This design comes from an exercise in tuning for small area, a short achievable clock period and few clock cycles on the open sky130 flow, not from production work.
The RTL was checked by simulation tests, not by an equivalence proof against the original design.

## ascon_hash
module ascon_hash (
    input  logic        clk,
    input  logic        rst,
    input  logic        in_valid,
    input  logic [15:0] in_data,
    input  logic [3:0]  in_kind,
    input  logic        in_last,
    output logic        in_credit,
    input  logic        out_credit,
    output logic        out_valid,
    output logic [15:0] out_data,
    output logic [3:0]  out_kind,
    output logic        out_last
);
For scale: roughly 3,700 cells after synthesis, ~580 flip-flops.
export LEC_CHECK = 0
export CAP_MARGIN = 20
export CORE_MARGIN = 2
export CORE_UTILIZATION = 65
export SLEW_MARGIN = 20
create_clock -name core_clock -period 10.0 [get_ports {clk}]
standard.sh (not shown) runs the stock make flow with config.mk's settings and CLKGATE_MAP_FILE= SYNTH_SCRIPT=/design/flow/synth_recipe.tcl, a recipe that flattens the netlist after the stock synthesis.
==> flow/flow/run.sh <==
#!/bin/bash
# The standard layout, with timing repair asked to leave extra setup slack
# at the design's own clock period and constraints.
set -euo pipefail
bash standard.sh SETUP_SLACK_MARGIN=7 finish > standard_flow.log 2>&1
Testbench counts at the start, summed over its fixed seeds: cycles 13,850.
Then changed:
Settings changed: CTS_CLUSTER_DIAMETER from default to 60, CTS_CLUSTER_SIZE from default to 20.
Outcome: Wire length goes down by about 0.7%. Worst hold slack improves by 0.013 ns. Die area stays the same. Worst setup slack is about the same. Critical path depth goes up by 15. Register-to-register slack is about the same.

* * *

Setup of lane 4:
ascon_hash, a different RTL version from the one above (not shown whole).
Size in the first run: roughly 5200 cells after synthesis, roughly 550 flip-flops, ~48 I/O pins, about 0.053 mm² of cells after synthesis.
Settings: LEC_CHECK=0, CAP_MARGIN=20, CORE_MARGIN=2, CORE_UTILIZATION=50, SLEW_MARGIN=20; clock period 10.0 ns.
==> flow/flow/run.sh <==
#!/bin/bash
# The standard layout, with timing repair asked to leave extra setup slack
# at the design's own clock period and constraints.
set -euo pipefail
bash standard.sh SETUP_SLACK_MARGIN=6 finish > standard_flow.log 2>&1
The flow did not stop early for lane 4: all stages ran, and the layout cleared the timing, DRC and antenna checks.
Testbench counts of lane 4, summed over its fixed seeds: cycles 7,029.
#### Input delta (lane 2 over lane 4)
- changing CORE_UTILIZATION from 50 to 55
==> flow/run.sh (new file) <==
#!/bin/bash
# synth_recipe.tcl (not shown) runs the flow's synth.tcl, then flattens the netlist and writes it again
# the make line also repeats each setting of config.mk as NAME=value (left out here)
make -C /OpenROAD-flow-scripts/flow DESIGN_CONFIG=/design/flow/config.mk WORK_HOME=/design/flow/orfs CLKGATE_MAP_FILE= SYNTH_SCRIPT=/design/flow/synth_recipe.tcl finish
removed: flow/flow/run.sh
removed: flow/standard.sh
==> comparison <==
- Aggregate global-route resource usage: lane 2 > lane 4
- Antenna diode instance count (higher): lane 2
- On area used by sequential logic in the layout, lane 2 and lane 4 are neck and neck.

* * *

Another version of the RTL of ascon_hash (not shown whole).
For scale: roughly 3700 cells after synthesis, about 48 I/O pins.
## ascon_hash
module ascon_hash (
    input  logic        clk,
    input  logic        rst,
    input  logic        in_valid,
    input  logic [15:0] in_data,
    input  logic [3:0]  in_kind,
    input  logic        in_last,
    output logic        in_credit,
    input  logic        out_credit,
    output logic        out_valid,
    output logic [15:0] out_data,
    output logic [3:0]  out_kind,
    output logic        out_last
);
==> flow/config.mk <==
export PLATFORM = sky130hd
export DESIGN_NAME = ascon_hash
export DESIGN_NICKNAME = ascon_hash
export VERILOG_FILES = /design/flow/design.v
export SDC_FILE = /design/flow/constraint.sdc
export NUM_CORES = 4
export LEC_CHECK = 0
export CAP_MARGIN = 20
export CORE_MARGIN = 2
export CORE_UTILIZATION = 60
export CTS_CLUSTER_DIAMETER = 70
export CTS_CLUSTER_SIZE = 25
export SLEW_MARGIN = 20
==> flow/constraint.sdc <==
create_clock -name core_clock -period 10.0 [get_ports {clk}]
set_input_delay 2.0000 -clock core_clock [delete_from_list [all_inputs] [get_ports {clk}]]
set_output_delay 2.0000 -clock core_clock [all_outputs]
set_load 0.01 [all_outputs]
==> flow/flow/run.sh <==
#!/bin/bash
# The standard layout, with timing repair asked to leave extra setup slack
# at the design's own clock period and constraints.
set -euo pipefail
bash standard.sh SETUP_SLACK_MARGIN=7 finish > standard_flow.log 2>&1
The baseline completed with no timing, DRC or antenna violations.
Testbench counts at the start, summed over its fixed seeds: cycles 13,850.
Change:
- CORE_UTILIZATION: 60 -> 65
- CTS_CLUSTER_DIAMETER: 70 -> 60
- CTS_CLUSTER_SIZE: 25 -> 30
Outcome: First-iteration DRC count fell slightly. Worst hold slack improved by 0.012 ns. Utilization rose by 4.7 points. Non-clock buffer count fell by 21. Setup slack got worse by 0.020 ns. Global-route usage rose by 1.1 points.
Change:
--- a/flow/flow/run.sh
+++ b/flow/flow/run.sh
@@ -5 +5 @@
-bash standard.sh SETUP_SLACK_MARGIN=7 finish > standard_flow.log 2>&1
+bash standard.sh SETUP_SLACK_MARGIN=6.9 finish > standard_flow.log 2>&1
- CTS_CLUSTER_DIAMETER: 60 -> 70
- CTS_CLUSTER_SIZE: 30 -> 25
Worst hold slack gets better by 0.0050 ns.
Setup slack loses 0.035 ns.
Routed wire length rises by about 0.8%.

* * *

Setup of before:
Starting RTL as in the previous note.
==> flow/config.mk <==
export PLATFORM = sky130hd
export DESIGN_NAME = ascon_hash
export DESIGN_NICKNAME = ascon_hash
export VERILOG_FILES = /design/flow/design.v
export SDC_FILE = /design/flow/constraint.sdc
export NUM_CORES = 4
export LEC_CHECK = 0
export CAP_MARGIN = 20
export CORE_MARGIN = 2
export CORE_UTILIZATION = 65
export CTS_CLUSTER_DIAMETER = 70
export CTS_CLUSTER_SIZE = 25
export SLEW_MARGIN = 20
==> flow/constraint.sdc <==
create_clock -name core_clock -period 10.0 [get_ports {clk}]
set_input_delay 2.0000 -clock core_clock [delete_from_list [all_inputs] [get_ports {clk}]]
set_output_delay 2.0000 -clock core_clock [all_outputs]
set_load 0.01 [all_outputs]
==> flow/flow/run.sh <==
#!/bin/bash
# The standard layout, with timing repair asked to leave extra setup slack
# at the design's own clock period and constraints.
set -euo pipefail
bash standard.sh SETUP_SLACK_MARGIN=7.15 finish > standard_flow.log 2>&1
before | status: complete | timing, DRC, antenna: pass
Testbench counts of before, summed over its fixed seeds: cycles 13,850.
The following lists how after was set up differently from before:
# before
export LEC_CHECK = 0
export CAP_MARGIN = 20
export CORE_MARGIN = 2
export CORE_UTILIZATION = 65
export CTS_CLUSTER_DIAMETER = 70
export CTS_CLUSTER_SIZE = 25
export SLEW_MARGIN = 20
create_clock -name core_clock -period 10.0 [get_ports {clk}]
# after
export LEC_CHECK = 0
export CAP_MARGIN = 20
export CORE_MARGIN = 2
export CORE_UTILIZATION = 65
export CTS_CLUSTER_DIAMETER = 60
export CTS_CLUSTER_SIZE = 20
export SLEW_MARGIN = 20
create_clock -name core_clock -period 10.0 [get_ports {clk}]
-- flow/flow/run.sh --
<<< before, line 5
bash standard.sh SETUP_SLACK_MARGIN=7.15 finish > standard_flow.log 2>&1
>>> after, line 5
bash standard.sh SETUP_SLACK_MARGIN=7 finish > standard_flow.log 2>&1
==> comparison <==
Summary of after over before: total wire length has decreased; via count of the first global-routing pass has decreased; setup slack after layout has decreased.
Delta(initial antenna violation count, after - before) < 0

[what the ideal ports hide]
The flow's constraints put no driver on any port. The routed layouts listed below were extracted and timed again, unchanged, in two steps. Step 1 (the two cells are an assumption about what drives the block):
set clk [get_ports {clk}]
set_driving_cell -lib_cell sky130_fd_sc_hd__clkbuf_16 $clk
set_driving_cell -lib_cell sky130_fd_sc_hd__buf_2 [delete_from_list [all_inputs] $clk]
Step 2 times the ports against the registers' clock, not the clock port: input delays grow and output delays shrink by t, the midpoint of the rising clock arrivals with the driver on. Slacks: no drivers / after step 1 / after step 2; pairs: no drivers / after step 1.
run | t, ns | setup slack, ns | worst setup path at the end | clock arrival spread, ns | slew at the worst register clock pin (ns)
the first run of note 1 | 0.683 | 6.833 / 6.770 / 6.318 | input to register | 0.027 / 0.027 | 0.07 / 0.07
the second run of note 1 | 0.672 | 6.835 / 6.768 / 6.297 | input to register | 0.033 / 0.033 | 0.09 / 0.09
lane 4 | 0.749 | 4.708 / 4.752 / 4.003 | input to register | 0.029 / 0.030 | 0.07 / 0.07
lane 2 | 0.758 | 3.316 / 3.366 / 2.608 | input to register | 0.043 / 0.042 | 0.08 / 0.08
the first run of note 3 | 0.677 | 6.849 / 6.785 / 6.395 | input to register | 0.038 / 0.038 | 0.11 / 0.11
the second run of note 3 | 0.700 | 6.828 / 6.762 / 6.456 | input to register | 0.035 / 0.034 | 0.11 / 0.11
the third run of note 3 | 0.659 | 6.794 / 6.794 / 6.329 | input to register | 0.034 / 0.035 | 0.10 / 0.10
before | 0.673 | 6.845 / 6.782 / 6.607 | input to register | 0.043 / 0.044 | 0.10 / 0.10
after | 0.690 | 6.836 / 6.769 / 6.446 | input to register | 0.034 / 0.034 | 0.09 / 0.09
After both steps every run listed still meets setup and hold. For lane 2, which loses most, drivers alone change the setup slack by +0.050 ns; drivers and shift together by -0.708 ns.
